Background: an optimization exercise with open tools, aiming at small area and a short achievable clock period. Do not read the settings as production practice. In this exercise RTL edits were held to simulation tests only and were not proved equivalent to the original.

## flow/design.v (module list and top-level ports; edited modules follow where they fit)
// module mul_fa: 10 lines
// module mul_ha: 9 lines
// module mul16_lane: 789 lines
// module arrmul: 41 lines
module arrmul (
  input  logic         clk,
  input  logic         reset,
  input  logic [0:127] reg_A,
  input  logic [0:127] reg_B,
  input  logic [0:1]   ctrl_ww,
  input  logic [0:4]   alu_op,
  output logic [0:127] result
);
  // ...
==> flow/flow/run.sh <==
#!/bin/bash
# Standard ORFS layout with extra make settings from flow/make_args.txt (one VAR=value per
# line): the port buffers' cell and timing-repair margins. make's full output goes to make.log.
set -euo pipefail
args=()
while IFS= read -r line; do
  [[ -z "$line" || "$line" == \#* ]] && continue
  args+=("$line")
done < flow/make_args.txt
bash standard.sh "${args[@]}" finish > make.log 2>&1
==> flow/flow/make_args.txt <==
BUFFER_PORTS_ARGS=-buffer_cell sky130_fd_sc_hd__buf_1
SETUP_SLACK_MARGIN=6
==> flow/standard.sh <==
#!/bin/bash
# synth_recipe.tcl (not shown) runs the flow's synth.tcl, then flattens the netlist and writes it again
# the make line also repeats each setting of config.mk as NAME=value (left out here)
make -C /OpenROAD-flow-scripts/flow DESIGN_CONFIG=/design/flow/config.mk WORK_HOME=/design/flow/orfs CLKGATE_MAP_FILE= SYNTH_SCRIPT=/design/flow/synth_recipe.tcl "${@:-finish}"
==> flow/config.mk <==
export PLATFORM = sky130hd
export DESIGN_NAME = arrmul
export DESIGN_NICKNAME = arrmul
export VERILOG_FILES = /design/flow/design.v
export SDC_FILE = /design/flow/constraint.sdc
export NUM_CORES = 4
export LEC_CHECK = 0
export CAP_MARGIN = 10
export CORE_MARGIN = 2
export CORE_UTILIZATION = 40
export SLEW_MARGIN = 10
export SYNTH_HIERARCHICAL = 1
==> flow/constraint.sdc <==
create_clock -name core_clock -period 15.0 [get_ports {clk}]
set_input_delay 3.0000 -clock core_clock [delete_from_list [all_inputs] [get_ports {clk}]]
set_output_delay 3.0000 -clock core_clock [all_outputs]
set_load 0.01 [all_outputs]
==> results.sh, run 1 <==
export IMPL_status="no timing/DRC/antenna violations"
export IMPL_cp_end_kind="flop"
export IMPL_synth_edf_count=0
export IMPL_final_cell_mix="nor2_1, fa_1, buf_1"
export IMPL_port_buffers=392
export IMPL_drv_cap=0
export IMPL_hold_path_class="in2async"
export IMPL_design_area_sq_um=38040
export IMPL_ys_warn_count=8
export IMPL_crit_chain="clkbuf_4, and2_4, buf_12, a22oi_1, nor2_1, fa_1, fa_1, fa_1, fa_1, fa_1, fa_1, ha_1, a21oi_2, o21ai_0, a221o_1, a31oi_2, o211ai_1, a31oi_1, xnor2_1"
export IMPL_multi_input_cells=2984
export IMPL_diodes=0
export IMPL_startpoint_type="input port"
export IMPL_synth_simple_gate_area_share=0.1557
export IMPL_met1_length_microns=46270
export IMPL_globalRouteMet3Util=0.05460
export IMPL_leakage_nw=20.17
export IMPL_post_cts_resized=40
export IMPL_endpoint="result[96]$_DFF_PN0_"
export IMPL_seq_share=0.08420
export IMPL_num_fill_cells=8071
export IMPL_worstPathRequired_ps=15430
export IMPL_synth_top_flop_cell="dfrtp_1"
export IMPL_ir_drop_mv=0.09252
export IMPL_synth_seq_cells=128
export IMPL_hold_buffers=0
export IMPL_max_slew_margin=0.1987
export IMPL_yosysTopAreaCell="fa_1"
export IMPL_dr_pass1_iters=13
export IMPL_largest_register="result"
==> module mul16_lane, before the edit <==
module mul16_lane (
  input  logic [31:0] xa,
  input  logic [31:0] xb,
  input  logic        sel_e,     
  input  logic        sel_o,     
  input  logic        sel_e16,   
  input  logic        sel_e8,    
  input  logic        sel_o16,   
  input  logic        sel_o8,    
  input  logic        valid,     
  input  logic        sv,        
  input  logic        s8,        
  input  logic        s16,       
  output logic [31:0] p
);
  logic [15:0] a, b, ag, bg;
  logic [31:0] x, y, sum;
  assign a[15:8] = ({8{sel_e}} & xa[31:24]) | ({8{sel_o16}} & xa[15:8]) | ({8{sel_o8}} & xa[23:16]);
  assign a[7:0] = ({8{sel_o}} & xa[7:0]) | ({8{sel_e16}} & xa[23:16]) | ({8{sel_e8}} & xa[15:8]);
  assign b[15:8] = {8{valid}} & (({8{sel_e}} & xb[31:24]) | ({8{sel_o16}} & xb[15:8]) | ({8{sel_o8}} & xb[23:16]));
  assign b[7:0] = {8{valid}} & (({8{sel_o}} & xb[7:0]) | ({8{sel_e16}} & xb[23:16]) | ({8{sel_e8}} & xb[15:8]));
  assign ag = {8'h00, ({8{sel_o16}} & xa[7:0]) | ({8{sel_e16}} & xa[23:16])};
  assign bg = {8'h00, {8{valid}} & (({8{sel_o16}} & xb[7:0]) | ({8{sel_e16}} & xb[23:16]))};
  logic pp1, pp2, pp3, pp4, pp5, pp6, pp7, pp8, pp9, pp10, pp11, pp12, pp13, pp14, pp15, pp16;
  logic pp17, pp18, pp19, pp20, pp21, pp22, pp23, pp24, pp25, pp26, pp27, pp28, pp29, pp30, pp31, pp32;
  logic pp33, pp34, pp35, pp36, pp37, pp38, pp39, pp40, pp41, pp42, pp43, pp44, pp45, pp46, pp47, pp48;
  logic pp49, pp50, pp51, pp52, pp53, pp54, pp55, pp56, pp57, pp58, pp59, pp60, pp61, pp62, pp63, pp64;
  logic pp65, pp66, pp67, pp68, pp69, pp70, pp71, pp72, pp73, pp74, pp75, pp76, pp77, pp78, pp79, pp80;
  logic pp81, pp82, pp83, pp84, pp85, pp86, pp87, pp88, pp89, pp90, pp91, pp92, pp93, pp94, pp95, pp96;
  logic pp97, pp98, pp99, pp100, pp101, pp102, pp103, pp104, pp105, pp106, pp107, pp108, pp109, pp110, pp111, pp112;
  logic pp113, pp114, pp115, pp116, pp117, pp118, pp119, pp120, pp121, pp122, pp123, pp124, pp125, pp126, pp127, pp128;
  logic pp129, pp130, pp131, pp132, pp133, pp134, pp135, pp136, pp137, pp138, pp139, pp140, pp141, pp142, pp143, pp144;
  logic pp145, pp146, pp147, pp148, pp149, pp150, pp151, pp152, pp153, pp154, pp155, pp156, pp157, pp158, pp159, pp160;
  logic pp161, pp162, pp163, pp164, pp165, pp166, pp167, pp168, pp169, pp170, pp171, pp172, pp173, pp174, pp175, pp176;
  logic pp177, pp178, pp179, pp180, pp181, pp182, pp183, pp184, pp185, pp186, pp187, pp188, pp189, pp190, pp191, pp192;
  logic pp193, pp194, pp195, pp196, pp197, pp198, pp199, pp200, pp201, pp202, pp203, pp204, pp205, pp206, pp207, pp208;
  logic pp209, pp210, pp211, pp212, pp213, pp214, pp215, pp216, pp217, pp218, pp219, pp220, pp221, pp222, pp223, pp224;
  logic pp225, pp226, pp227, pp228, pp229, pp230, pp231, pp232, pp233, pp234, pp235, pp236, pp237, pp238, pp239, pp240;
  logic pp241, pp242, pp243, pp244, pp245, pp246, pp247, pp248, pp249, pp250, pp251, pp252, pp253, pp254, pp255, pp256;
  logic s257, c258, s259, c260, s261, c262, s263, c264, s265, c266, s267, c268, s269, c270, s271, c272;
  logic s273, c274, s275, c276, s277, c278, s279, c280, s281, c282, s283, c284, s285, c286, s287, c288;
  logic s289, c290, s291, c292, s293, c294, s295, c296, s297, c298, s299, c300, s301, c302, s303, c304;
  logic s305, c306, s307, c308, s309, c310, s311, c312, s313, c314, s315, c316, s317, c318, s319, c320;
  logic s321, c322, s323, c324, s325, c326, s327, c328, s329, c330, s331, c332, s333, c334, s335, c336;
  logic s337, c338, s339, c340, s341, c342, s343, c344, s345, c346, s347, c348, s349, c350, s351, c352;
  logic s353, c354, s355, c356, s357, c358, s359, c360, s361, c362, s363, c364, s365, c366, s367, c368;
  logic s369, c370, s371, c372, s373, c374, s375, c376, s377, c378, s379, c380, s381, c382, s383, c384;
  logic s385, c386, s387, c388, s389, c390, s391, c392, s393, c394, s395, c396, s397, c398, s399, c400;
  logic s401, c402, s403, c404, s405, c406, s407, c408, s409, c410, s411, c412, s413, c414, s415, c416;
  logic s417, c418, s419, c420, s421, c422, s423, c424, s425, c426, s427, c428, s429, c430, s431, c432;
  logic s433, c434, s435, c436, s437, c438, s439, c440, s441, c442, s443, c444, s445, c446, s447, c448;
  logic s449, c450, s451, c452, s453, c454, s455, c456, s457, c458, s459, c460, s461, c462, s463, c464;
  logic s465, c466, s467, c468, s469, c470, s471, c472, s473, c474, s475, c476, s477, c478, s479, c480;
  logic s481, c482, s483, c484, s485, c486, s487, c488, s489, c490, s491, c492, s493, c494, s495, c496;
  logic s497, c498, s499, c500, s501, c502, s503, c504, s505, c506, s507, c508, s509, c510, s511, c512;
  logic s513, c514, s515, c516, s517, c518, s519, c520, s521, c522, s523, c524, s525, c526, s527, c528;
  logic s529, c530, s531, c532, s533, c534, s535, c536, s537, c538, s539, c540, s541, c542, s543, c544;
  logic s545, c546, s547, c548, s549, c550, s551, c552, s553, c554, s555, c556, s557, c558, s559, c560;
  logic s561, c562, s563, c564, s565, c566, s567, c568, s569, c570, s571, c572, s573, c574, s575, c576;
  logic s577, c578, s579, c580, s581, c582, s583, c584, s585, c586, s587, c588, s589, c590, s591, c592;
  logic s593, c594, s595, c596, s597, c598, s599, c600, s601, c602, s603, c604, s605, c606, s607, c608;
  logic s609, c610, s611, c612, s613, c614, s615, c616, s617, c618, s619, c620, s621, c622, s623, c624;
  logic s625, c626, s627, c628, s629, c630, s631, c632, s633, c634, s635, c636, s637, c638, s639, c640;
  logic s641, c642, s643, c644, s645, c646, s647, c648, s649, c650, s651, c652, s653, c654, s655, c656;
  logic s657, c658, s659, c660, s661, c662, s663, c664, s665, c666, s667, c668, s669, c670, s671, c672;
  logic s673, c674, s675, c676, s677, c678, s679, c680, s681, c682, s683, c684, s685, c686, s687, c688;
  logic s689, c690, s691, c692;
  assign pp1 = (a[0] & b[0]);
  assign pp2 = (a[0] & b[1]);
  assign pp3 = (a[0] & b[2]);
  assign pp4 = (a[0] & b[3]);
  assign pp5 = (a[0] & b[4]);
  assign pp6 = (a[0] & b[5]);
  assign pp7 = (a[0] & b[6]);
  assign pp8 = ((a[0] & b[7]) ^ s8);
  assign pp9 = (ag[0] & b[8]);
  assign pp10 = (ag[0] & b[9]);
  assign pp11 = (ag[0] & b[10]);
  assign pp12 = (ag[0] & b[11]);
  assign pp13 = (ag[0] & b[12]);
  assign pp14 = (ag[0] & b[13]);
  assign pp15 = (ag[0] & b[14]);
  assign pp16 = ((ag[0] & b[15]) ^ s16);
  assign pp17 = (a[1] & b[0]);
  assign pp18 = (a[1] & b[1]);
  assign pp19 = (a[1] & b[2]);
  assign pp20 = (a[1] & b[3]);
  assign pp21 = (a[1] & b[4]);
  assign pp22 = (a[1] & b[5]);
  assign pp23 = (a[1] & b[6]);
  assign pp24 = ((a[1] & b[7]) ^ s8);
  assign pp25 = (ag[1] & b[8]);
  assign pp26 = (ag[1] & b[9]);
  assign pp27 = (ag[1] & b[10]);
  assign pp28 = (ag[1] & b[11]);
  assign pp29 = (ag[1] & b[12]);
  assign pp30 = (ag[1] & b[13]);
  assign pp31 = (ag[1] & b[14]);
  assign pp32 = ((ag[1] & b[15]) ^ s16);
  assign pp33 = (a[2] & b[0]);
  assign pp34 = (a[2] & b[1]);
  assign pp35 = (a[2] & b[2]);
  assign pp36 = (a[2] & b[3]);
  assign pp37 = (a[2] & b[4]);
  assign pp38 = (a[2] & b[5]);
  assign pp39 = (a[2] & b[6]);
  assign pp40 = ((a[2] & b[7]) ^ s8);
  assign pp41 = (ag[2] & b[8]);
  assign pp42 = (ag[2] & b[9]);
  assign pp43 = (ag[2] & b[10]);
  assign pp44 = (ag[2] & b[11]);
  assign pp45 = (ag[2] & b[12]);
  assign pp46 = (ag[2] & b[13]);
  assign pp47 = (ag[2] & b[14]);
  assign pp48 = ((ag[2] & b[15]) ^ s16);
  assign pp49 = (a[3] & b[0]);
  assign pp50 = (a[3] & b[1]);
  assign pp51 = (a[3] & b[2]);
  assign pp52 = (a[3] & b[3]);
  assign pp53 = (a[3] & b[4]);
  assign pp54 = (a[3] & b[5]);
  assign pp55 = (a[3] & b[6]);
  assign pp56 = ((a[3] & b[7]) ^ s8);
  assign pp57 = (ag[3] & b[8]);
  assign pp58 = (ag[3] & b[9]);
  assign pp59 = (ag[3] & b[10]);
  assign pp60 = (ag[3] & b[11]);
  assign pp61 = (ag[3] & b[12]);
  assign pp62 = (ag[3] & b[13]);
  assign pp63 = (ag[3] & b[14]);
  assign pp64 = ((ag[3] & b[15]) ^ s16);
  assign pp65 = (a[4] & b[0]);
  assign pp66 = (a[4] & b[1]);
  assign pp67 = (a[4] & b[2]);
  assign pp68 = (a[4] & b[3]);
  assign pp69 = (a[4] & b[4]);
  assign pp70 = (a[4] & b[5]);
  assign pp71 = (a[4] & b[6]);
  assign pp72 = ((a[4] & b[7]) ^ s8);
  assign pp73 = (ag[4] & b[8]);
  assign pp74 = (ag[4] & b[9]);
  assign pp75 = (ag[4] & b[10]);
  assign pp76 = (ag[4] & b[11]);
  assign pp77 = (ag[4] & b[12]);
  assign pp78 = (ag[4] & b[13]);
  assign pp79 = (ag[4] & b[14]);
  assign pp80 = ((ag[4] & b[15]) ^ s16);
  assign pp81 = (a[5] & b[0]);
  assign pp82 = (a[5] & b[1]);
  assign pp83 = (a[5] & b[2]);
  assign pp84 = (a[5] & b[3]);
  assign pp85 = (a[5] & b[4]);
  assign pp86 = (a[5] & b[5]);
  assign pp87 = (a[5] & b[6]);
  assign pp88 = ((a[5] & b[7]) ^ s8);
  assign pp89 = (ag[5] & b[8]);
  assign pp90 = (ag[5] & b[9]);
  assign pp91 = (ag[5] & b[10]);
  assign pp92 = (ag[5] & b[11]);
  assign pp93 = (ag[5] & b[12]);
  assign pp94 = (ag[5] & b[13]);
  assign pp95 = (ag[5] & b[14]);
  assign pp96 = ((ag[5] & b[15]) ^ s16);
  assign pp97 = (a[6] & b[0]);
  assign pp98 = (a[6] & b[1]);
  assign pp99 = (a[6] & b[2]);
  assign pp100 = (a[6] & b[3]);
  assign pp101 = (a[6] & b[4]);
  assign pp102 = (a[6] & b[5]);
  assign pp103 = (a[6] & b[6]);
  assign pp104 = ((a[6] & b[7]) ^ s8);
  assign pp105 = (ag[6] & b[8]);
  assign pp106 = (ag[6] & b[9]);
  assign pp107 = (ag[6] & b[10]);
  assign pp108 = (ag[6] & b[11]);
  assign pp109 = (ag[6] & b[12]);
  assign pp110 = (ag[6] & b[13]);
  assign pp111 = (ag[6] & b[14]);
  assign pp112 = ((ag[6] & b[15]) ^ s16);
  assign pp113 = ((a[7] & b[0]) ^ s8);
  assign pp114 = ((a[7] & b[1]) ^ s8);
  assign pp115 = ((a[7] & b[2]) ^ s8);
  assign pp116 = ((a[7] & b[3]) ^ s8);
  assign pp117 = ((a[7] & b[4]) ^ s8);
  assign pp118 = ((a[7] & b[5]) ^ s8);
  assign pp119 = ((a[7] & b[6]) ^ s8);
  assign pp120 = (a[7] & b[7]);
  assign pp121 = (ag[7] & b[8]);
  assign pp122 = (ag[7] & b[9]);
  assign pp123 = (ag[7] & b[10]);
  assign pp124 = (ag[7] & b[11]);
  assign pp125 = (ag[7] & b[12]);
  assign pp126 = (ag[7] & b[13]);
  assign pp127 = (ag[7] & b[14]);
  assign pp128 = ((ag[7] & b[15]) ^ s16);
  assign pp129 = (a[8] & bg[0]);
  assign pp130 = (a[8] & bg[1]);
  assign pp131 = (a[8] & bg[2]);
  assign pp132 = (a[8] & bg[3]);
  assign pp133 = (a[8] & bg[4]);
  assign pp134 = (a[8] & bg[5]);
  assign pp135 = (a[8] & bg[6]);
  assign pp136 = (a[8] & bg[7]);
  assign pp137 = (a[8] & b[8]);
  assign pp138 = (a[8] & b[9]);
  assign pp139 = (a[8] & b[10]);
  assign pp140 = (a[8] & b[11]);
  assign pp141 = (a[8] & b[12]);
  assign pp142 = (a[8] & b[13]);
  assign pp143 = (a[8] & b[14]);
  assign pp144 = ((a[8] & b[15]) ^ sv);
  assign pp145 = (a[9] & bg[0]);
  assign pp146 = (a[9] & bg[1]);
  assign pp147 = (a[9] & bg[2]);
  assign pp148 = (a[9] & bg[3]);
  assign pp149 = (a[9] & bg[4]);
  assign pp150 = (a[9] & bg[5]);
  assign pp151 = (a[9] & bg[6]);
  assign pp152 = (a[9] & bg[7]);
  assign pp153 = (a[9] & b[8]);
  assign pp154 = (a[9] & b[9]);
  assign pp155 = (a[9] & b[10]);
  assign pp156 = (a[9] & b[11]);
  assign pp157 = (a[9] & b[12]);
  assign pp158 = (a[9] & b[13]);
  assign pp159 = (a[9] & b[14]);
  assign pp160 = ((a[9] & b[15]) ^ sv);
  assign pp161 = (a[10] & bg[0]);
  assign pp162 = (a[10] & bg[1]);
  assign pp163 = (a[10] & bg[2]);
  assign pp164 = (a[10] & bg[3]);
  assign pp165 = (a[10] & bg[4]);
  assign pp166 = (a[10] & bg[5]);
  assign pp167 = (a[10] & bg[6]);
  assign pp168 = (a[10] & bg[7]);
  assign pp169 = (a[10] & b[8]);
  assign pp170 = (a[10] & b[9]);
  assign pp171 = (a[10] & b[10]);
  assign pp172 = (a[10] & b[11]);
  assign pp173 = (a[10] & b[12]);
  assign pp174 = (a[10] & b[13]);
  assign pp175 = (a[10] & b[14]);
  assign pp176 = ((a[10] & b[15]) ^ sv);
  assign pp177 = (a[11] & bg[0]);
  assign pp178 = (a[11] & bg[1]);
  assign pp179 = (a[11] & bg[2]);
  assign pp180 = (a[11] & bg[3]);
  assign pp181 = (a[11] & bg[4]);
  assign pp182 = (a[11] & bg[5]);
  assign pp183 = (a[11] & bg[6]);
  assign pp184 = (a[11] & bg[7]);
  assign pp185 = (a[11] & b[8]);
  assign pp186 = (a[11] & b[9]);
  assign pp187 = (a[11] & b[10]);
  assign pp188 = (a[11] & b[11]);
  assign pp189 = (a[11] & b[12]);
  assign pp190 = (a[11] & b[13]);
  assign pp191 = (a[11] & b[14]);
  assign pp192 = ((a[11] & b[15]) ^ sv);
  assign pp193 = (a[12] & bg[0]);
  assign pp194 = (a[12] & bg[1]);
  assign pp195 = (a[12] & bg[2]);
  assign pp196 = (a[12] & bg[3]);
  assign pp197 = (a[12] & bg[4]);
  assign pp198 = (a[12] & bg[5]);
  assign pp199 = (a[12] & bg[6]);
  assign pp200 = (a[12] & bg[7]);
  assign pp201 = (a[12] & b[8]);
  assign pp202 = (a[12] & b[9]);
  assign pp203 = (a[12] & b[10]);
  assign pp204 = (a[12] & b[11]);
  assign pp205 = (a[12] & b[12]);
  assign pp206 = (a[12] & b[13]);
  assign pp207 = (a[12] & b[14]);
  assign pp208 = ((a[12] & b[15]) ^ sv);
  assign pp209 = (a[13] & bg[0]);
  assign pp210 = (a[13] & bg[1]);
  assign pp211 = (a[13] & bg[2]);
  assign pp212 = (a[13] & bg[3]);
  assign pp213 = (a[13] & bg[4]);
  assign pp214 = (a[13] & bg[5]);
  assign pp215 = (a[13] & bg[6]);
  assign pp216 = (a[13] & bg[7]);
  assign pp217 = (a[13] & b[8]);
  assign pp218 = (a[13] & b[9]);
  assign pp219 = (a[13] & b[10]);
  assign pp220 = (a[13] & b[11]);
  assign pp221 = (a[13] & b[12]);
  assign pp222 = (a[13] & b[13]);
  assign pp223 = (a[13] & b[14]);
  assign pp224 = ((a[13] & b[15]) ^ sv);
  assign pp225 = (a[14] & bg[0]);
  assign pp226 = (a[14] & bg[1]);
  assign pp227 = (a[14] & bg[2]);
  assign pp228 = (a[14] & bg[3]);
  assign pp229 = (a[14] & bg[4]);
  assign pp230 = (a[14] & bg[5]);
  assign pp231 = (a[14] & bg[6]);
  assign pp232 = (a[14] & bg[7]);
  assign pp233 = (a[14] & b[8]);
  assign pp234 = (a[14] & b[9]);
  assign pp235 = (a[14] & b[10]);
  assign pp236 = (a[14] & b[11]);
  assign pp237 = (a[14] & b[12]);
  assign pp238 = (a[14] & b[13]);
  assign pp239 = (a[14] & b[14]);
  assign pp240 = ((a[14] & b[15]) ^ sv);
  assign pp241 = ((a[15] & bg[0]) ^ s16);
  assign pp242 = ((a[15] & bg[1]) ^ s16);
  assign pp243 = ((a[15] & bg[2]) ^ s16);
  assign pp244 = ((a[15] & bg[3]) ^ s16);
  assign pp245 = ((a[15] & bg[4]) ^ s16);
  assign pp246 = ((a[15] & bg[5]) ^ s16);
  assign pp247 = ((a[15] & bg[6]) ^ s16);
  assign pp248 = ((a[15] & bg[7]) ^ s16);
  assign pp249 = ((a[15] & b[8]) ^ sv);
  assign pp250 = ((a[15] & b[9]) ^ sv);
  assign pp251 = ((a[15] & b[10]) ^ sv);
  assign pp252 = ((a[15] & b[11]) ^ sv);
  assign pp253 = ((a[15] & b[12]) ^ sv);
  assign pp254 = ((a[15] & b[13]) ^ sv);
  assign pp255 = ((a[15] & b[14]) ^ sv);
  assign pp256 = (a[15] & b[15]);
  mul_ha u_s257 (.a(pp134), .b(pp14), .s(s257), .co(c258));
  mul_fa u_s259 (.a(pp105), .b(pp120), .c(pp135), .s(s259), .co(c260));
  mul_ha u_s261 (.a(pp15), .b(pp150), .s(s261), .co(c262));
  mul_fa u_s263 (.a(pp106), .b(pp121), .c(pp136), .s(s263), .co(c264));
  mul_fa u_s265 (.a(pp151), .b(pp166), .c(pp181), .s(s265), .co(c266));
  mul_ha u_s267 (.a(pp196), .b(pp211), .s(s267), .co(c268));
  mul_fa u_s269 (.a(pp107), .b(pp122), .c(pp137), .s(s269), .co(c270));
  mul_fa u_s271 (.a(pp152), .b(pp167), .c(pp182), .s(s271), .co(c272));
  mul_fa u_s273 (.a(pp197), .b(pp212), .c(pp227), .s(s273), .co(c274));
  mul_fa u_s275 (.a(pp108), .b(pp123), .c(pp138), .s(s275), .co(c276));
  mul_fa u_s277 (.a(pp153), .b(pp168), .c(pp183), .s(s277), .co(c278));
  mul_fa u_s279 (.a(pp109), .b(pp124), .c(pp139), .s(s279), .co(c280));
  mul_ha u_s281 (.a(pp129), .b(pp39), .s(s281), .co(c282));
  mul_fa u_s283 (.a(pp10), .b(pp100), .c(pp130), .s(s283), .co(c284));
  mul_fa u_s285 (.a(pp101), .b(pp11), .c(pp131), .s(s285), .co(c286));
  mul_ha u_s287 (.a(pp146), .b(pp161), .s(s287), .co(c288));
  mul_fa u_s289 (.a(pp102), .b(pp12), .c(pp132), .s(s289), .co(c290));
  mul_fa u_s291 (.a(pp147), .b(pp162), .c(pp177), .s(s291), .co(c292));
  mul_ha u_s293 (.a(pp27), .b(pp42), .s(s293), .co(c294));
  mul_fa u_s295 (.a(pp103), .b(pp13), .c(pp133), .s(s295), .co(c296));
  mul_fa u_s297 (.a(pp148), .b(pp163), .c(pp178), .s(s297), .co(c298));
  mul_fa u_s299 (.a(pp193), .b(pp28), .c(pp43), .s(s299), .co(c300));
  mul_ha u_s301 (.a(pp58), .b(pp73), .s(s301), .co(c302));
  mul_fa u_s303 (.a(pp149), .b(pp164), .c(pp179), .s(s303), .co(c304));
  mul_fa u_s305 (.a(pp194), .b(pp209), .c(pp29), .s(s305), .co(c306));
  mul_fa u_s307 (.a(pp44), .b(pp59), .c(pp74), .s(s307), .co(c308));
  mul_fa u_s309 (.a(pp89), .b(pp104), .c(pp119), .s(s309), .co(c310));
  mul_fa u_s311 (.a(pp165), .b(pp180), .c(pp195), .s(s311), .co(c312));
  mul_fa u_s313 (.a(pp210), .b(pp225), .c(pp30), .s(s313), .co(c314));
  mul_fa u_s315 (.a(pp45), .b(pp60), .c(pp75), .s(s315), .co(c316));
  mul_fa u_s317 (.a(pp90), .b(c258), .c(s261), .s(s317), .co(c318));
  mul_fa u_s319 (.a(pp226), .b(pp31), .c(pp46), .s(s319), .co(c320));
  mul_fa u_s321 (.a(pp61), .b(pp76), .c(pp91), .s(s321), .co(c322));
  mul_fa u_s323 (.a(pp16), .b(pp241), .c(c262), .s(s323), .co(c324));
  mul_fa u_s325 (.a(s267), .b(c260), .c(s263), .s(s325), .co(c326));
  mul_fa u_s327 (.a(pp47), .b(pp62), .c(pp77), .s(s327), .co(c328));
  mul_fa u_s329 (.a(pp92), .b(s16), .c(pp242), .s(s329), .co(c330));
  mul_fa u_s331 (.a(pp32), .b(c268), .c(c264), .s(s331), .co(c332));
  mul_fa u_s333 (.a(c266), .b(s269), .c(s271), .s(s333), .co(c334));
  mul_fa u_s335 (.a(pp198), .b(pp213), .c(pp228), .s(s335), .co(c336));
  mul_fa u_s337 (.a(pp63), .b(pp78), .c(pp93), .s(s337), .co(c338));
  mul_fa u_s339 (.a(pp243), .b(pp48), .c(c270), .s(s339), .co(c340));
  mul_fa u_s341 (.a(c272), .b(c274), .c(s275), .s(s341), .co(c342));
  mul_fa u_s343 (.a(pp154), .b(pp169), .c(pp184), .s(s343), .co(c344));
  mul_fa u_s345 (.a(pp199), .b(pp214), .c(pp229), .s(s345), .co(c346));
  mul_fa u_s347 (.a(pp79), .b(pp94), .c(pp244), .s(s347), .co(c348));
  mul_fa u_s349 (.a(pp64), .b(c276), .c(c278), .s(s349), .co(c350));
  mul_fa u_s351 (.a(pp110), .b(pp125), .c(pp140), .s(s351), .co(c352));
  mul_fa u_s353 (.a(pp155), .b(pp170), .c(pp185), .s(s353), .co(c354));
  mul_fa u_s355 (.a(pp200), .b(pp215), .c(pp230), .s(s355), .co(c356));
  mul_fa u_s357 (.a(pp95), .b(pp245), .c(pp80), .s(s357), .co(c358));
  mul_fa u_s359 (.a(pp111), .b(pp126), .c(pp141), .s(s359), .co(c360));
  mul_fa u_s361 (.a(pp156), .b(pp171), .c(pp186), .s(s361), .co(c362));
  mul_fa u_s363 (.a(pp201), .b(pp216), .c(pp231), .s(s363), .co(c364));
  mul_fa u_s365 (.a(pp127), .b(pp142), .c(pp157), .s(s365), .co(c366));
  mul_fa u_s367 (.a(pp172), .b(pp187), .c(pp202), .s(s367), .co(c368));
  mul_fa u_s369 (.a(pp143), .b(pp158), .c(pp173), .s(s369), .co(c370));
  mul_ha u_s371 (.a(pp22), .b(pp37), .s(s371), .co(c372));
  mul_fa u_s373 (.a(pp23), .b(pp38), .c(pp53), .s(s373), .co(c374));
  mul_ha u_s375 (.a(pp68), .b(pp83), .s(s375), .co(c376));
  mul_fa u_s377 (.a(pp54), .b(pp69), .c(pp84), .s(s377), .co(c378));
  mul_fa u_s379 (.a(pp9), .b(pp99), .c(s8), .s(s379), .co(c380));
  mul_ha u_s381 (.a(pp114), .b(pp24), .s(s381), .co(c382));
  mul_fa u_s383 (.a(pp145), .b(pp25), .c(pp55), .s(s383), .co(c384));
  mul_fa u_s385 (.a(pp70), .b(pp85), .c(pp115), .s(s385), .co(c386));
  mul_fa u_s387 (.a(pp40), .b(c282), .c(s283), .s(s387), .co(c388));
  mul_fa u_s389 (.a(pp26), .b(pp41), .c(pp71), .s(s389), .co(c390));
  mul_fa u_s391 (.a(pp86), .b(pp116), .c(pp56), .s(s391), .co(c392));
  mul_fa u_s393 (.a(s287), .b(c284), .c(s285), .s(s393), .co(c394));
  mul_fa u_s395 (.a(pp57), .b(pp87), .c(pp117), .s(s395), .co(c396));
  mul_fa u_s397 (.a(pp72), .b(c288), .c(s293), .s(s397), .co(c398));
  mul_fa u_s399 (.a(c286), .b(s289), .c(s291), .s(s399), .co(c400));
  mul_fa u_s401 (.a(pp118), .b(pp88), .c(c294), .s(s401), .co(c402));
  mul_fa u_s403 (.a(s301), .b(c290), .c(c292), .s(s403), .co(c404));
  mul_fa u_s405 (.a(s295), .b(s297), .c(s299), .s(s405), .co(c406));
  mul_fa u_s407 (.a(c302), .b(s257), .c(c296), .s(s407), .co(c408));
  mul_fa u_s409 (.a(c298), .b(c300), .c(s303), .s(s409), .co(c410));
  mul_fa u_s411 (.a(s305), .b(s307), .c(s309), .s(s411), .co(c412));
  mul_fa u_s413 (.a(c304), .b(c306), .c(c308), .s(s413), .co(c414));
  mul_fa u_s415 (.a(s259), .b(s311), .c(s313), .s(s415), .co(c416));
  mul_fa u_s417 (.a(s315), .b(c310), .c(s317), .s(s417), .co(c418));
  mul_fa u_s419 (.a(c312), .b(c314), .c(c316), .s(s419), .co(c420));
  mul_fa u_s421 (.a(s265), .b(s319), .c(s321), .s(s421), .co(c422));
  mul_fa u_s423 (.a(c318), .b(s323), .c(s325), .s(s423), .co(c424));
  mul_fa u_s425 (.a(c320), .b(c322), .c(s273), .s(s425), .co(c426));
  mul_fa u_s427 (.a(s327), .b(c324), .c(s329), .s(s427), .co(c428));
  mul_fa u_s429 (.a(c326), .b(s331), .c(s333), .s(s429), .co(c430));
  mul_fa u_s431 (.a(c328), .b(s277), .c(s335), .s(s431), .co(c432));
  mul_fa u_s433 (.a(s337), .b(c330), .c(c332), .s(s433), .co(c434));
  mul_fa u_s435 (.a(c334), .b(s339), .c(s341), .s(s435), .co(c436));
  mul_fa u_s437 (.a(c336), .b(c338), .c(s279), .s(s437), .co(c438));
  mul_fa u_s439 (.a(s343), .b(s345), .c(s347), .s(s439), .co(c440));
  mul_fa u_s441 (.a(c340), .b(c342), .c(s349), .s(s441), .co(c442));
  mul_fa u_s443 (.a(c280), .b(c344), .c(c346), .s(s443), .co(c444));
  mul_fa u_s445 (.a(s351), .b(s353), .c(s355), .s(s445), .co(c446));
  mul_fa u_s447 (.a(c348), .b(s357), .c(c350), .s(s447), .co(c448));
  mul_fa u_s449 (.a(pp246), .b(pp96), .c(c352), .s(s449), .co(c450));
  mul_fa u_s451 (.a(c354), .b(c356), .c(s359), .s(s451), .co(c452));
  mul_fa u_s453 (.a(s361), .b(s363), .c(c358), .s(s453), .co(c454));
  mul_fa u_s455 (.a(pp217), .b(pp232), .c(pp112), .s(s455), .co(c456));
  mul_fa u_s457 (.a(pp247), .b(c360), .c(c362), .s(s457), .co(c458));
  mul_fa u_s459 (.a(c364), .b(s365), .c(s367), .s(s459), .co(c460));
  mul_fa u_s461 (.a(pp188), .b(pp203), .c(pp218), .s(s461), .co(c462));
  mul_fa u_s463 (.a(pp233), .b(pp128), .c(pp248), .s(s463), .co(c464));
  mul_fa u_s465 (.a(c366), .b(c368), .c(s369), .s(s465), .co(c466));
  mul_fa u_s467 (.a(pp159), .b(pp174), .c(pp189), .s(s467), .co(c468));
  mul_fa u_s469 (.a(pp204), .b(pp219), .c(pp234), .s(s469), .co(c470));
  mul_fa u_s471 (.a(pp144), .b(pp249), .c(c370), .s(s471), .co(c472));
  mul_fa u_s473 (.a(pp175), .b(pp190), .c(pp205), .s(s473), .co(c474));
  mul_fa u_s475 (.a(pp220), .b(pp235), .c(s8), .s(s475), .co(c476));
  mul_ha u_s477 (.a(pp160), .b(pp250), .s(s477), .co(c478));
  mul_fa u_s479 (.a(pp191), .b(pp206), .c(pp221), .s(s479), .co(c480));
  mul_ha u_s481 (.a(pp236), .b(pp176), .s(s481), .co(c482));
  mul_ha u_s483 (.a(pp207), .b(pp222), .s(s483), .co(c484));
  mul_ha u_s485 (.a(pp20), .b(pp35), .s(s485), .co(c486));
  mul_fa u_s487 (.a(pp21), .b(pp36), .c(pp51), .s(s487), .co(c488));
  mul_ha u_s489 (.a(pp6), .b(pp66), .s(s489), .co(c490));
  mul_fa u_s491 (.a(pp52), .b(pp67), .c(pp7), .s(s491), .co(c492));
  mul_fa u_s493 (.a(pp82), .b(pp97), .c(s371), .s(s493), .co(c494));
  mul_fa u_s495 (.a(pp98), .b(pp113), .c(pp8), .s(s495), .co(c496));
  mul_fa u_s497 (.a(c372), .b(s375), .c(s373), .s(s497), .co(c498));
  mul_fa u_s499 (.a(c376), .b(s281), .c(c374), .s(s499), .co(c500));
  mul_fa u_s501 (.a(s381), .b(s377), .c(s379), .s(s501), .co(c502));
  mul_fa u_s503 (.a(c382), .b(c378), .c(s383), .s(s503), .co(c504));
  mul_fa u_s505 (.a(c380), .b(s385), .c(s387), .s(s505), .co(c506));
  mul_fa u_s507 (.a(c384), .b(s389), .c(c386), .s(s507), .co(c508));
  mul_fa u_s509 (.a(s391), .b(c388), .c(s393), .s(s509), .co(c510));
  mul_fa u_s511 (.a(c390), .b(c392), .c(s395), .s(s511), .co(c512));
  mul_fa u_s513 (.a(s397), .b(c394), .c(s399), .s(s513), .co(c514));
  mul_fa u_s515 (.a(c396), .b(c398), .c(s401), .s(s515), .co(c516));
  mul_fa u_s517 (.a(c400), .b(s403), .c(s405), .s(s517), .co(c518));
  mul_fa u_s519 (.a(c402), .b(c404), .c(c406), .s(s519), .co(c520));
  mul_fa u_s521 (.a(s407), .b(s409), .c(s411), .s(s521), .co(c522));
  mul_fa u_s523 (.a(c408), .b(c410), .c(s413), .s(s523), .co(c524));
  mul_fa u_s525 (.a(s415), .b(c412), .c(s417), .s(s525), .co(c526));
  mul_fa u_s527 (.a(c414), .b(c416), .c(s419), .s(s527), .co(c528));
  mul_fa u_s529 (.a(s421), .b(c418), .c(s423), .s(s529), .co(c530));
  mul_fa u_s531 (.a(c420), .b(c422), .c(s425), .s(s531), .co(c532));
  mul_fa u_s533 (.a(s427), .b(c424), .c(s429), .s(s533), .co(c534));
  mul_fa u_s535 (.a(c426), .b(s431), .c(c428), .s(s535), .co(c536));
  mul_fa u_s537 (.a(s433), .b(c430), .c(s435), .s(s537), .co(c538));
  mul_fa u_s539 (.a(c432), .b(s437), .c(s439), .s(s539), .co(c540));
  mul_fa u_s541 (.a(c434), .b(c436), .c(s441), .s(s541), .co(c542));
  mul_fa u_s543 (.a(c438), .b(s443), .c(s445), .s(s543), .co(c544));
  mul_fa u_s545 (.a(c440), .b(c442), .c(s447), .s(s545), .co(c546));
  mul_fa u_s547 (.a(c444), .b(c446), .c(s449), .s(s547), .co(c548));
  mul_fa u_s549 (.a(s451), .b(s453), .c(c448), .s(s549), .co(c550));
  mul_fa u_s551 (.a(s455), .b(c450), .c(c452), .s(s551), .co(c552));
  mul_fa u_s553 (.a(s457), .b(c454), .c(s459), .s(s553), .co(c554));
  mul_fa u_s555 (.a(s461), .b(c456), .c(s463), .s(s555), .co(c556));
  mul_fa u_s557 (.a(c458), .b(c460), .c(s465), .s(s557), .co(c558));
  mul_fa u_s559 (.a(c462), .b(s467), .c(s469), .s(s559), .co(c560));
  mul_fa u_s561 (.a(c464), .b(c466), .c(s471), .s(s561), .co(c562));
  mul_fa u_s563 (.a(c468), .b(c470), .c(s477), .s(s563), .co(c564));
  mul_fa u_s565 (.a(s473), .b(s475), .c(c472), .s(s565), .co(c566));
  mul_fa u_s567 (.a(pp251), .b(c478), .c(c474), .s(s567), .co(c568));
  mul_fa u_s569 (.a(s481), .b(s479), .c(c476), .s(s569), .co(c570));
  mul_fa u_s571 (.a(pp237), .b(pp192), .c(pp252), .s(s571), .co(c572));
  mul_fa u_s573 (.a(s483), .b(c482), .c(c480), .s(s573), .co(c574));
  mul_fa u_s575 (.a(pp223), .b(pp238), .c(pp208), .s(s575), .co(c576));
  mul_ha u_s577 (.a(pp253), .b(c484), .s(s577), .co(c578));
  mul_ha u_s579 (.a(pp239), .b(pp224), .s(s579), .co(c580));
  mul_ha u_s581 (.a(pp19), .b(pp34), .s(s581), .co(c582));
  mul_fa u_s583 (.a(pp5), .b(pp50), .c(pp65), .s(s583), .co(c584));
  mul_fa u_s585 (.a(pp81), .b(c486), .c(s489), .s(s585), .co(c586));
  mul_fa u_s587 (.a(c490), .b(c488), .c(s491), .s(s587), .co(c588));
  mul_fa u_s589 (.a(c492), .b(s495), .c(c494), .s(s589), .co(c590));
  mul_fa u_s591 (.a(c496), .b(c498), .c(s499), .s(s591), .co(c592));
  mul_fa u_s593 (.a(c500), .b(s503), .c(c502), .s(s593), .co(c594));
  mul_fa u_s595 (.a(c504), .b(s507), .c(c506), .s(s595), .co(c596));
  mul_fa u_s597 (.a(c508), .b(s511), .c(c510), .s(s597), .co(c598));
  mul_fa u_s599 (.a(c512), .b(s515), .c(c514), .s(s599), .co(c600));
  mul_fa u_s601 (.a(c516), .b(c518), .c(s519), .s(s601), .co(c602));
  mul_fa u_s603 (.a(c520), .b(s523), .c(c522), .s(s603), .co(c604));
  mul_fa u_s605 (.a(c524), .b(s527), .c(c526), .s(s605), .co(c606));
  mul_fa u_s607 (.a(c528), .b(s531), .c(c530), .s(s607), .co(c608));
  mul_fa u_s609 (.a(c532), .b(s535), .c(c534), .s(s609), .co(c610));
  mul_fa u_s611 (.a(c536), .b(s539), .c(c538), .s(s611), .co(c612));
  mul_fa u_s613 (.a(s543), .b(c540), .c(c542), .s(s613), .co(c614));
  mul_fa u_s615 (.a(c544), .b(s547), .c(s549), .s(s615), .co(c616));
  mul_fa u_s617 (.a(c548), .b(s551), .c(s553), .s(s617), .co(c618));
  mul_fa u_s619 (.a(s555), .b(c552), .c(c554), .s(s619), .co(c620));
  mul_fa u_s621 (.a(s559), .b(c556), .c(c558), .s(s621), .co(c622));
  mul_fa u_s623 (.a(c560), .b(s563), .c(c562), .s(s623), .co(c624));
  mul_fa u_s625 (.a(c564), .b(s567), .c(s569), .s(s625), .co(c626));
  mul_fa u_s627 (.a(s571), .b(c568), .c(s573), .s(s627), .co(c628));
  mul_fa u_s629 (.a(s577), .b(c572), .c(s575), .s(s629), .co(c630));
  mul_fa u_s631 (.a(pp254), .b(s579), .c(c578), .s(s631), .co(c632));
  mul_ha u_s633 (.a(pp240), .b(pp255), .s(s633), .co(c634));
  mul_ha u_s635 (.a(pp18), .b(pp3), .s(s635), .co(c636));
  mul_fa u_s637 (.a(pp4), .b(pp49), .c(s581), .s(s637), .co(c638));
  mul_fa u_s639 (.a(c582), .b(s485), .c(s583), .s(s639), .co(c640));
  mul_fa u_s641 (.a(c584), .b(s487), .c(s585), .s(s641), .co(c642));
  mul_fa u_s643 (.a(c586), .b(s493), .c(s587), .s(s643), .co(c644));
  mul_fa u_s645 (.a(c588), .b(s497), .c(s589), .s(s645), .co(c646));
  mul_fa u_s647 (.a(s501), .b(c590), .c(s591), .s(s647), .co(c648));
  mul_fa u_s649 (.a(c592), .b(s505), .c(s593), .s(s649), .co(c650));
  mul_fa u_s651 (.a(c594), .b(s509), .c(s595), .s(s651), .co(c652));
  mul_fa u_s653 (.a(s513), .b(c596), .c(s597), .s(s653), .co(c654));
  mul_fa u_s655 (.a(s517), .b(c598), .c(s599), .s(s655), .co(c656));
  mul_fa u_s657 (.a(s521), .b(c600), .c(s601), .s(s657), .co(c658));
  mul_fa u_s659 (.a(s525), .b(c602), .c(s603), .s(s659), .co(c660));
  mul_fa u_s661 (.a(c604), .b(s529), .c(s605), .s(s661), .co(c662));
  mul_fa u_s663 (.a(s533), .b(c606), .c(s607), .s(s663), .co(c664));
  mul_fa u_s665 (.a(s537), .b(c608), .c(s609), .s(s665), .co(c666));
  mul_fa u_s667 (.a(s541), .b(c610), .c(s611), .s(s667), .co(c668));
  mul_fa u_s669 (.a(s545), .b(c612), .c(s613), .s(s669), .co(c670));
  mul_fa u_s671 (.a(c546), .b(c614), .c(s615), .s(s671), .co(c672));
  mul_fa u_s673 (.a(c550), .b(s617), .c(c616), .s(s673), .co(c674));
  mul_fa u_s675 (.a(s557), .b(c618), .c(s619), .s(s675), .co(c676));
  mul_fa u_s677 (.a(s561), .b(c620), .c(s621), .s(s677), .co(c678));
  mul_fa u_s679 (.a(s565), .b(c622), .c(s623), .s(s679), .co(c680));
  mul_fa u_s681 (.a(c566), .b(s625), .c(c624), .s(s681), .co(c682));
  mul_fa u_s683 (.a(c570), .b(s627), .c(c626), .s(s683), .co(c684));
  mul_fa u_s685 (.a(c574), .b(s629), .c(c628), .s(s685), .co(c686));
  mul_fa u_s687 (.a(c576), .b(s631), .c(c630), .s(s687), .co(c688));
  mul_fa u_s689 (.a(c580), .b(s633), .c(c632), .s(s689), .co(c690));
  mul_ha u_s691 (.a(pp256), .b(c634), .s(s691), .co(c692));
  assign x = {c692, c690, c688, c686, c684, c682, c680, c678, c676, c674, c672, c670, c668, c666, c664, c662, c660, c658, c656, c654, c652, c650, c648, c646, c644, c642, c640, c638, c636, s635, pp17, pp1};
  assign y = {1'b0, s691, s689, s687, s685, s683, s681, s679, s677, s675, s673, s671, s669, s667, s665, s663, s661, s659, s657, s655, s653, s651, s649, s647, s645, s643, s641, s639, s637, pp33, pp2, 1'b0};
  logic [31:0] g0, p0;
  assign g0 = x & y;
  assign p0 = x ^ y;
  logic gs1_1, ps1_1;
  assign gs1_1 = g0[1] | (p0[1] & g0[0]);
  assign ps1_1 = p0[1] & p0[0];
  logic gs1_3, ps1_3;
  assign gs1_3 = g0[3] | (p0[3] & g0[2]);
  assign ps1_3 = p0[3] & p0[2];
  logic gs1_5, ps1_5;
  assign gs1_5 = g0[5] | (p0[5] & g0[4]);
  assign ps1_5 = p0[5] & p0[4];
  logic gs1_7, ps1_7;
  assign gs1_7 = g0[7] | (p0[7] & g0[6]);
  assign ps1_7 = p0[7] & p0[6];
  logic gs1_9, ps1_9;
  assign gs1_9 = g0[9] | (p0[9] & g0[8]);
  assign ps1_9 = p0[9] & p0[8];
  logic gs1_11, ps1_11;
  assign gs1_11 = g0[11] | (p0[11] & g0[10]);
  assign ps1_11 = p0[11] & p0[10];
  logic gs1_13, ps1_13;
  assign gs1_13 = g0[13] | (p0[13] & g0[12]);
  assign ps1_13 = p0[13] & p0[12];
  logic gs1_15, ps1_15;
  assign gs1_15 = g0[15] | (p0[15] & g0[14]);
  assign ps1_15 = p0[15] & p0[14];
  logic gs1_17, ps1_17;
  assign gs1_17 = g0[17] | (p0[17] & g0[16]);
  assign ps1_17 = p0[17] & p0[16];
  logic gs1_19, ps1_19;
  assign gs1_19 = g0[19] | (p0[19] & g0[18]);
  assign ps1_19 = p0[19] & p0[18];
  logic gs1_21, ps1_21;
  assign gs1_21 = g0[21] | (p0[21] & g0[20]);
  assign ps1_21 = p0[21] & p0[20];
  logic gs1_23, ps1_23;
  assign gs1_23 = g0[23] | (p0[23] & g0[22]);
  assign ps1_23 = p0[23] & p0[22];
  logic gs1_25, ps1_25;
  assign gs1_25 = g0[25] | (p0[25] & g0[24]);
  assign ps1_25 = p0[25] & p0[24];
  logic gs1_27, ps1_27;
  assign gs1_27 = g0[27] | (p0[27] & g0[26]);
  assign ps1_27 = p0[27] & p0[26];
  logic gs1_29, ps1_29;
  assign gs1_29 = g0[29] | (p0[29] & g0[28]);
  assign ps1_29 = p0[29] & p0[28];
  logic gs1_31, ps1_31;
  assign gs1_31 = g0[31] | (p0[31] & g0[30]);
  assign ps1_31 = p0[31] & p0[30];
  logic gs2_2, ps2_2;
  assign gs2_2 = g0[2] | (p0[2] & gs1_1);
  assign ps2_2 = p0[2] & ps1_1;
  logic gs2_3, ps2_3;
  assign gs2_3 = gs1_3 | (ps1_3 & gs1_1);
  assign ps2_3 = ps1_3 & ps1_1;
  logic gs2_6, ps2_6;
  assign gs2_6 = g0[6] | (p0[6] & gs1_5);
  assign ps2_6 = p0[6] & ps1_5;
  logic gs2_7, ps2_7;
  assign gs2_7 = gs1_7 | (ps1_7 & gs1_5);
  assign ps2_7 = ps1_7 & ps1_5;
  logic gs2_10, ps2_10;
  assign gs2_10 = g0[10] | (p0[10] & gs1_9);
  assign ps2_10 = p0[10] & ps1_9;
  logic gs2_11, ps2_11;
  assign gs2_11 = gs1_11 | (ps1_11 & gs1_9);
  assign ps2_11 = ps1_11 & ps1_9;
  logic gs2_14, ps2_14;
  assign gs2_14 = g0[14] | (p0[14] & gs1_13);
  assign ps2_14 = p0[14] & ps1_13;
  logic gs2_15, ps2_15;
  assign gs2_15 = gs1_15 | (ps1_15 & gs1_13);
  assign ps2_15 = ps1_15 & ps1_13;
  logic gs2_18, ps2_18;
  assign gs2_18 = g0[18] | (p0[18] & gs1_17);
  assign ps2_18 = p0[18] & ps1_17;
  logic gs2_19, ps2_19;
  assign gs2_19 = gs1_19 | (ps1_19 & gs1_17);
  assign ps2_19 = ps1_19 & ps1_17;
  logic gs2_22, ps2_22;
  assign gs2_22 = g0[22] | (p0[22] & gs1_21);
  assign ps2_22 = p0[22] & ps1_21;
  logic gs2_23, ps2_23;
  assign gs2_23 = gs1_23 | (ps1_23 & gs1_21);
  assign ps2_23 = ps1_23 & ps1_21;
  logic gs2_26, ps2_26;
  assign gs2_26 = g0[26] | (p0[26] & gs1_25);
  assign ps2_26 = p0[26] & ps1_25;
  logic gs2_27, ps2_27;
  assign gs2_27 = gs1_27 | (ps1_27 & gs1_25);
  assign ps2_27 = ps1_27 & ps1_25;
  logic gs2_30, ps2_30;
  assign gs2_30 = g0[30] | (p0[30] & gs1_29);
  assign ps2_30 = p0[30] & ps1_29;
  logic gs2_31, ps2_31;
  assign gs2_31 = gs1_31 | (ps1_31 & gs1_29);
  assign ps2_31 = ps1_31 & ps1_29;
  logic gs4_4, ps4_4;
  assign gs4_4 = g0[4] | (p0[4] & gs2_3);
  assign ps4_4 = p0[4] & ps2_3;
  logic gs4_5, ps4_5;
  assign gs4_5 = gs1_5 | (ps1_5 & gs2_3);
  assign ps4_5 = ps1_5 & ps2_3;
  logic gs4_6, ps4_6;
  assign gs4_6 = gs2_6 | (ps2_6 & gs2_3);
  assign ps4_6 = ps2_6 & ps2_3;
  logic gs4_7, ps4_7;
  assign gs4_7 = gs2_7 | (ps2_7 & gs2_3);
  assign ps4_7 = ps2_7 & ps2_3;
  logic gs4_12, ps4_12;
  assign gs4_12 = g0[12] | (p0[12] & gs2_11);
  assign ps4_12 = p0[12] & ps2_11;
  logic gs4_13, ps4_13;
  assign gs4_13 = gs1_13 | (ps1_13 & gs2_11);
  assign ps4_13 = ps1_13 & ps2_11;
  logic gs4_14, ps4_14;
  assign gs4_14 = gs2_14 | (ps2_14 & gs2_11);
  assign ps4_14 = ps2_14 & ps2_11;
  logic gs4_15, ps4_15;
  assign gs4_15 = gs2_15 | (ps2_15 & gs2_11);
  assign ps4_15 = ps2_15 & ps2_11;
  logic gs4_20, ps4_20;
  assign gs4_20 = g0[20] | (p0[20] & gs2_19);
  assign ps4_20 = p0[20] & ps2_19;
  logic gs4_21, ps4_21;
  assign gs4_21 = gs1_21 | (ps1_21 & gs2_19);
  assign ps4_21 = ps1_21 & ps2_19;
  logic gs4_22, ps4_22;
  assign gs4_22 = gs2_22 | (ps2_22 & gs2_19);
  assign ps4_22 = ps2_22 & ps2_19;
  logic gs4_23, ps4_23;
  assign gs4_23 = gs2_23 | (ps2_23 & gs2_19);
  assign ps4_23 = ps2_23 & ps2_19;
  logic gs4_28, ps4_28;
  assign gs4_28 = g0[28] | (p0[28] & gs2_27);
  assign ps4_28 = p0[28] & ps2_27;
  logic gs4_29, ps4_29;
  assign gs4_29 = gs1_29 | (ps1_29 & gs2_27);
  assign ps4_29 = ps1_29 & ps2_27;
  logic gs4_30, ps4_30;
  assign gs4_30 = gs2_30 | (ps2_30 & gs2_27);
  assign ps4_30 = ps2_30 & ps2_27;
  logic gs4_31, ps4_31;
  assign gs4_31 = gs2_31 | (ps2_31 & gs2_27);
  assign ps4_31 = ps2_31 & ps2_27;
  logic gs8_8, ps8_8;
  assign gs8_8 = g0[8] | (p0[8] & gs4_7);
  assign ps8_8 = p0[8] & ps4_7;
  logic gs8_9, ps8_9;
  assign gs8_9 = gs1_9 | (ps1_9 & gs4_7);
  assign ps8_9 = ps1_9 & ps4_7;
  logic gs8_10, ps8_10;
  assign gs8_10 = gs2_10 | (ps2_10 & gs4_7);
  assign ps8_10 = ps2_10 & ps4_7;
  logic gs8_11, ps8_11;
  assign gs8_11 = gs2_11 | (ps2_11 & gs4_7);
  assign ps8_11 = ps2_11 & ps4_7;
  logic gs8_12, ps8_12;
  assign gs8_12 = gs4_12 | (ps4_12 & gs4_7);
  assign ps8_12 = ps4_12 & ps4_7;
  logic gs8_13, ps8_13;
  assign gs8_13 = gs4_13 | (ps4_13 & gs4_7);
  assign ps8_13 = ps4_13 & ps4_7;
  logic gs8_14, ps8_14;
  assign gs8_14 = gs4_14 | (ps4_14 & gs4_7);
  assign ps8_14 = ps4_14 & ps4_7;
  logic gs8_15, ps8_15;
  assign gs8_15 = gs4_15 | (ps4_15 & gs4_7);
  assign ps8_15 = ps4_15 & ps4_7;
  logic gs8_24, ps8_24;
  assign gs8_24 = g0[24] | (p0[24] & gs4_23);
  assign ps8_24 = p0[24] & ps4_23;
  logic gs8_25, ps8_25;
  assign gs8_25 = gs1_25 | (ps1_25 & gs4_23);
  assign ps8_25 = ps1_25 & ps4_23;
  logic gs8_26, ps8_26;
  assign gs8_26 = gs2_26 | (ps2_26 & gs4_23);
  assign ps8_26 = ps2_26 & ps4_23;
  logic gs8_27, ps8_27;
  assign gs8_27 = gs2_27 | (ps2_27 & gs4_23);
  assign ps8_27 = ps2_27 & ps4_23;
  logic gs8_28, ps8_28;
  assign gs8_28 = gs4_28 | (ps4_28 & gs4_23);
  assign ps8_28 = ps4_28 & ps4_23;
  logic gs8_29, ps8_29;
  assign gs8_29 = gs4_29 | (ps4_29 & gs4_23);
  assign ps8_29 = ps4_29 & ps4_23;
  logic gs8_30, ps8_30;
  assign gs8_30 = gs4_30 | (ps4_30 & gs4_23);
  assign ps8_30 = ps4_30 & ps4_23;
  logic gs8_31, ps8_31;
  assign gs8_31 = gs4_31 | (ps4_31 & gs4_23);
  assign ps8_31 = ps4_31 & ps4_23;
  logic gs16_16, ps16_16;
  assign gs16_16 = g0[16] | (p0[16] & gs8_15);
  assign ps16_16 = p0[16] & ps8_15;
  logic gs16_17, ps16_17;
  assign gs16_17 = gs1_17 | (ps1_17 & gs8_15);
  assign ps16_17 = ps1_17 & ps8_15;
  logic gs16_18, ps16_18;
  assign gs16_18 = gs2_18 | (ps2_18 & gs8_15);
  assign ps16_18 = ps2_18 & ps8_15;
  logic gs16_19, ps16_19;
  assign gs16_19 = gs2_19 | (ps2_19 & gs8_15);
  assign ps16_19 = ps2_19 & ps8_15;
  logic gs16_20, ps16_20;
  assign gs16_20 = gs4_20 | (ps4_20 & gs8_15);
  assign ps16_20 = ps4_20 & ps8_15;
  logic gs16_21, ps16_21;
  assign gs16_21 = gs4_21 | (ps4_21 & gs8_15);
  assign ps16_21 = ps4_21 & ps8_15;
  logic gs16_22, ps16_22;
  assign gs16_22 = gs4_22 | (ps4_22 & gs8_15);
  assign ps16_22 = ps4_22 & ps8_15;
  logic gs16_23, ps16_23;
  assign gs16_23 = gs4_23 | (ps4_23 & gs8_15);
  assign ps16_23 = ps4_23 & ps8_15;
  logic gs16_24, ps16_24;
  assign gs16_24 = gs8_24 | (ps8_24 & gs8_15);
  assign ps16_24 = ps8_24 & ps8_15;
  logic gs16_25, ps16_25;
  assign gs16_25 = gs8_25 | (ps8_25 & gs8_15);
  assign ps16_25 = ps8_25 & ps8_15;
  logic gs16_26, ps16_26;
  assign gs16_26 = gs8_26 | (ps8_26 & gs8_15);
  assign ps16_26 = ps8_26 & ps8_15;
  logic gs16_27, ps16_27;
  assign gs16_27 = gs8_27 | (ps8_27 & gs8_15);
  assign ps16_27 = ps8_27 & ps8_15;
  logic gs16_28, ps16_28;
  assign gs16_28 = gs8_28 | (ps8_28 & gs8_15);
  assign ps16_28 = ps8_28 & ps8_15;
  logic gs16_29, ps16_29;
  assign gs16_29 = gs8_29 | (ps8_29 & gs8_15);
  assign ps16_29 = ps8_29 & ps8_15;
  logic gs16_30, ps16_30;
  assign gs16_30 = gs8_30 | (ps8_30 & gs8_15);
  assign ps16_30 = ps8_30 & ps8_15;
  logic gs16_31, ps16_31;
  assign gs16_31 = gs8_31 | (ps8_31 & gs8_15);
  assign ps16_31 = ps8_31 & ps8_15;
  assign sum = {p0[31] ^ gs16_30, p0[30] ^ gs16_29, p0[29] ^ gs16_28, p0[28] ^ gs16_27, p0[27] ^ gs16_26, p0[26] ^ gs16_25, p0[25] ^ gs16_24, p0[24] ^ gs16_23, p0[23] ^ gs16_22, p0[22] ^ gs16_21, p0[21] ^ gs16_20, p0[20] ^ gs16_19, p0[19] ^ gs16_18, p0[18] ^ gs16_17, p0[17] ^ gs16_16, p0[16] ^ gs8_15, p0[15] ^ gs8_14, p0[14] ^ gs8_13, p0[13] ^ gs8_12, p0[12] ^ gs8_11, p0[11] ^ gs8_10, p0[10] ^ gs8_9, p0[9] ^ gs8_8, p0[8] ^ gs4_7, p0[7] ^ gs4_6, p0[6] ^ gs4_5, p0[5] ^ gs4_4, p0[4] ^ gs2_3, p0[3] ^ gs2_2, p0[2] ^ gs1_1, p0[1] ^ g0[0], p0[0]};
  assign p = {sum[31] ^ sv, sum[30:16], sum[15] ^ s8, sum[14:0]};
endmodule
==> module arrmul, before the edit <==
module arrmul (
  input  logic         clk,
  input  logic         reset,
  input  logic [0:127] reg_A,
  input  logic [0:127] reg_B,
  input  logic [0:1]   ctrl_ww,
  input  logic [0:4]   alu_op,
  output logic [0:127] result
);
  logic        mul, w8, w16, sgn, odd, valid;
  logic        sel_e, sel_o, sel_e16, sel_e8, sel_o16, sel_o8, sv, s8, s16;
  logic [31:0] prod [4];
  logic [0:127] nxt;
  assign mul = alu_op[0:2] == 3'b100;   
  assign w8 = ctrl_ww == arrmul_pkg::w8;
  assign w16 = ctrl_ww == arrmul_pkg::w16;
  assign sgn = alu_op[3];
  assign odd = alu_op[4];
  assign sel_e = ~odd;
  assign sel_o = odd;
  assign sel_e16 = ~odd & ctrl_ww[1];
  assign sel_e8 = ~odd & ~ctrl_ww[1];
  assign sel_o16 = odd & ctrl_ww[1];
  assign sel_o8 = odd & ~ctrl_ww[1];
  assign valid = mul & (w8 | w16);
  assign sv = mul & sgn & (w8 | w16);
  assign s8 = mul & sgn & w8;
  assign s16 = mul & sgn & w16;
  for (genvar k = 0; k < 4; k++) begin : g_lane
    mul16_lane u_mul (
      .xa(reg_A[32*k +: 32]), .xb(reg_B[32*k +: 32]),
      .sel_e(sel_e), .sel_o(sel_o), .sel_e16(sel_e16), .sel_e8(sel_e8), .sel_o16(sel_o16), .sel_o8(sel_o8),
      .valid(valid), .sv(sv), .s8(s8), .s16(s16), .p(prod[k])
    );
  end
  assign nxt = {prod[0], prod[1], prod[2], prod[3]};
  always_ff @(posedge clk or negedge reset) begin
    if (!reset) result <= '0;
    else result <= nxt;
  end
endmodule
==> run 2: changes to the inputs <==
--- a/flow/design.v
+++ b/flow/design.v
@@ -32,16 +32,25 @@
   input  logic [31:0] xa,
   input  logic [31:0] xb,
-  input  logic        sel_e,     
-  input  logic        sel_o,     
-  input  logic        sel_e16,   
-  input  logic        sel_e8,    
-  input  logic        sel_o16,   
-  input  logic        sel_o8,    
-  input  logic        valid,     
-  input  logic        sv,        
-  input  logic        s8,        
-  input  logic        s16,       
+  input  logic [0:1]  ctrl_ww,
+  input  logic [0:4]  alu_op,
   output logic [31:0] p
 );
+  logic mul, w8, w16, odd, sgn, valid, sv, s8, s16;
+  logic sel_e, sel_o, sel_e16, sel_e8, sel_o16, sel_o8;
+  assign mul = alu_op[0:2] == 3'b100;   
+  assign w8 = ctrl_ww == 2'd0;
+  assign w16 = ctrl_ww == 2'd1;
+  assign sgn = alu_op[3];
+  assign odd = alu_op[4];
+  assign sel_e = ~odd;
+  assign sel_o = odd;
+  assign sel_e16 = ~odd & ctrl_ww[1];
+  assign sel_e8 = ~odd & ~ctrl_ww[1];
+  assign sel_o16 = odd & ctrl_ww[1];
+  assign sel_o8 = odd & ~ctrl_ww[1];
+  assign valid = mul & (w8 | w16);
+  assign sv = mul & sgn & (w8 | w16);
+  assign s8 = mul & sgn & w8;
+  assign s16 = mul & sgn & w16;
   logic [15:0] a, b, ag, bg;
   logic [31:0] x, y, sum;
@@ -827,28 +836,9 @@
   output logic [0:127] result
 );
-  logic        mul, w8, w16, sgn, odd, valid;
-  logic        sel_e, sel_o, sel_e16, sel_e8, sel_o16, sel_o8, sv, s8, s16;
   logic [31:0] prod [4];
   logic [0:127] nxt;
-  assign mul = alu_op[0:2] == 3'b100;   
-  assign w8 = ctrl_ww == arrmul_pkg::w8;
-  assign w16 = ctrl_ww == arrmul_pkg::w16;
-  assign sgn = alu_op[3];
-  assign odd = alu_op[4];
-  assign sel_e = ~odd;
-  assign sel_o = odd;
-  assign sel_e16 = ~odd & ctrl_ww[1];
-  assign sel_e8 = ~odd & ~ctrl_ww[1];
-  assign sel_o16 = odd & ctrl_ww[1];
-  assign sel_o8 = odd & ~ctrl_ww[1];
-  assign valid = mul & (w8 | w16);
-  assign sv = mul & sgn & (w8 | w16);
-  assign s8 = mul & sgn & w8;
-  assign s16 = mul & sgn & w16;
   for (genvar k = 0; k < 4; k++) begin : g_lane
     mul16_lane u_mul (
-      .xa(reg_A[32*k +: 32]), .xb(reg_B[32*k +: 32]),
-      .sel_e(sel_e), .sel_o(sel_o), .sel_e16(sel_e16), .sel_e8(sel_e8), .sel_o16(sel_o16), .sel_o8(sel_o8),
-      .valid(valid), .sv(sv), .s8(s8), .s16(s16), .p(prod[k])
+      .xa(reg_A[32*k +: 32]), .xb(reg_B[32*k +: 32]), .ctrl_ww(ctrl_ww), .alu_op(alu_op), .p(prod[k])
     );
   end
==> flow/flow/make_args.txt (replaced) <==
BUFFER_PORTS_ARGS=-buffer_cell sky130_fd_sc_hd__buf_1
SETUP_SLACK_MARGIN=5
--- a/flow/config.mk
+++ b/flow/config.mk
@@ -6,7 +6,7 @@
 export NUM_CORES = 4
 export LEC_CHECK = 0
-export CAP_MARGIN = 10
+export CAP_MARGIN = 20
 export CORE_MARGIN = 2
 export CORE_UTILIZATION = 40
-export SLEW_MARGIN = 10
+export SLEW_MARGIN = 20
 export SYNTH_HIERARCHICAL = 1
==> run 2 against run 1 <==
Non-clock buffer count down 69. Utilization shrank 1.1 points. Critical path depth is 1 higher. Sequential share of layout area is 0.057 points lower. Fmax is 8.4% lower. Cell area is 0.68% higher. Critical endpoint is now result[36]$_DFF_PN0_.
==> results.sh, run 2 <==
export IMPL_diodes=0
export IMPL_setup_viol=0
export IMPL_max_slew_margin=0.2822
export IMPL_ys_types=40
export IMPL_dr_total_vias=27525
export IMPL_grt_pass1_vias=29843
export IMPL_grt_antenna_before_repair=4
export IMPL_synthTopCellsByArea="fa_1, nor2_1, dfrtp_1"
export IMPL_synth_top_flop_cell="dfrtp_1"
export IMPL_post_cts_resized=0
export IMPL_synth_common_cells="nor2_1, fa_1, nand2_1, ha_1, xnor2_1"
export IMPL_finalMaxSlewViolations=0
export IMPL_drv_cap=0
export IMPL_hold_buffers=0
export IMPL_dp_cells=5055
export IMPL_clockBufferDepth=2
export IMPL_route_detailed_drc=0
export IMPL_yosysMostFrequentCell="nor2_1"
export IMPL_detailedPlace_worstSlack_ps=4789
export IMPL_async_reset_ff_frac=1.000
export IMPL_wirelength_microns=107800
export IMPL_max_freq_ghz=0.1026
export IMPL_final_cells=5087
export IMPL_final_cell_mix="nor2_1, fa_1, buf_1"
export IMPL_grt_start_max_net_pins=155
export IMPL_crit_type="in2reg"
export IMPL_synth_seq_cells=128
export IMPL_cp_end_kind="flop"
export IMPL_synth_fp_nets=4877
export IMPL_cts_root_buf="clkbuf_16"
export IMPL_crit_fanout=111
export IMPL_dieArea_sq_um=89220
export IMPL_rows=108
export IMPL_largest_register="result"
export IMPL_grt_util_all_layers=0.2503
export IMPL_status="no timing/DRC/antenna violations"
export IMPL_mostFrequentLayoutCell="nor2_1"
export IMPL_drive_above_1_share=0.04807
export IMPL_synthCells=3604
export IMPL_rsz0062_at_grt="false"
export IMPL_ys_warn_count=8
export IMPL_yosysTopAreaCellShare=0.4633
export IMPL_fp_dieW_microns=298.7
export IMPL_period_minus_slack_ps=9745
export IMPL_cp_arrival_ps=10130
export IMPL_final_nets=5192
export IMPL_wire_per_inst_microns=21.19
export IMPL_initial_core_util=0.4023
export IMPL_power_density_nw_per_um2=39.15
export IMPL_fin_setup_tns_ps=0
export IMPL_leakage_nw=19.99
export IMPL_drt_iter0_drc=1923
export IMPL_fin_ws_ps=5255
export IMPL_synth_edf_count=0
export IMPL_ant_nets=0
export IMPL_hold_violations=0
export IMPL_worstPathRequired_ps=15380
export IMPL_cts_sinks=128
export IMPL_yosysTopAreaCell="fa_1"
export IMPL_startpoint_type="input port"
export IMPL_core_sq_um=86350
export IMPL_grt_overflow_total=0
export IMPL_ioPinCount=393
export IMPL_seq_area_frac_synth=0.09221
export IMPL_hold_path_class="in2async"
export IMPL_dr_pass1_iters=6
export IMPL_area_growth_syn_to_layout_pct=10.25
export IMPL_grt_pass1_wl_microns=171300
export IMPL_place_gp_congestion=0.9369
export IMPL_port_buffers=392
export IMPL_ir_drop_mv=0.09237
[run 2: changes by cell type after synthesis, sizes merged, moves of 32 or more]
cell,before,now
a21oi,72,104
a222oi,128,0
inv,73,128
mux2,0,32
mux2i,0,156
nand2,64,216
nand2b,76,0
o211ai,12,72
o21ai,32,120
xnor2,68,188
xor2,208,40
[run 2: Yosys stat by module (local to each module, per instance)]
module      area (sq um)  cells  times used
arrmul              3203    128           1
mul16_lane          3677    651           4
mul_fa             20.02      1         788
mul_ha             12.51      1          84
[run 2: metrics by stage]
step | instance area, sq um | utilization | hold slack [ps]
2_1_floorplan | 34740 | - | 2704
3_3_place_gp | 37590 | 0.4353 | 3052
3_5_place_dp | 37590 | 0.4353 | 3051
4_1_cts | 38280 | 0.4433 | 2474
5_1_grt | 38300 | 0.4436 | 2517
6_report | 38300 | 0.4436 | 2504
[run 2: layout make-up]
| type | instances | area (sq um) |
|---|---|---|
| fill | 8422 | 48050 |
| multi-input combinational | 3184 | 30460 |
| sequential | 128 | 3203 |
| timing repair buffer | 460 | 2019 |
| tap | 1155 | 1445 |
| clock buffer | 23 | 488.0 |
| inverter | 128 | 480.5 |
| clock inverter | 9 | 201.4 |
[run 2: worst max-delay path, stage by stage]
cell      delay, ps
clkbuf_4        550
buf_12          460
mux2i_1         260
nor2_1           50
a21oi_1         690
nor2_1          140
xnor2_1         250
fa_1            480
fa_1            460
fa_1            390
fa_1            510
fa_1            410
ha_1            340
and3_1          200
and3_1          190
a22oi_1         430
a21oi_1         350
o21a_1          310
a31o_2          260
xor2_1          140
[run 2: final timing paths]
kind                       startpoint                    end  slack, ps  cells past startpoint
setup / recovery           ctrl_ww[1]   result[36]$_DFF_PN0_       5260                     20
hold / removal                  reset  result[111]$_DFF_PN0_       2500                      1
max in group asynchronous       reset   result[56]$_DFF_PN0_      11300                      2
min in group core_clock     reg_A[95]   result[95]$_DFF_PN0_       3030                      4
[run 2: kinds of logic (layout without fill, tap and decap cells)]
logic type / after synthesis / count (layout) / synth area share
buffers and inverters: 292 / 620 / 0.03342
adders and majority gates: 1008 / 1008 / 0.5368
and+or+nand+nor: 1376 / 1376 / 0.1565
muxes: 188 / 188 / 0.05532
xor gates and xnor gates: 228 / 228 / 0.05748
AOI/OAI and AO/OA: 384 / 384 / 0.06829
DFF: 128 / 128 / 0.09221
[run 2: report_power, final]
| part | total, mW | internal, mW | switching (mW) |
|---|---|---|---|
| clock network | 0.525 | 0.329 | 0.196 |
| registers | 0.395 | 0.380 | 0.0147 |
| logic | 0.580 | 0.198 | 0.382 |
[run 2: metal layers]
metal,share of wire,GRT usage,up-vias
met5,0.00032,0,-
met4,0.031,0.08262,6
met3,0.077,0.04871,202
met2,0.48,0.4097,1130
met1,0.41,0.3348,14012
li1,-,-,12175

Setup slack of run 2, layout unchanged: 5.255 ns with ideal ports, 5.294 ns with driving cells assumed (clock clkbuf_16, inputs buf_2), 4.729 ns with port delays also shifted by the 0.565 ns mid clock arrival.
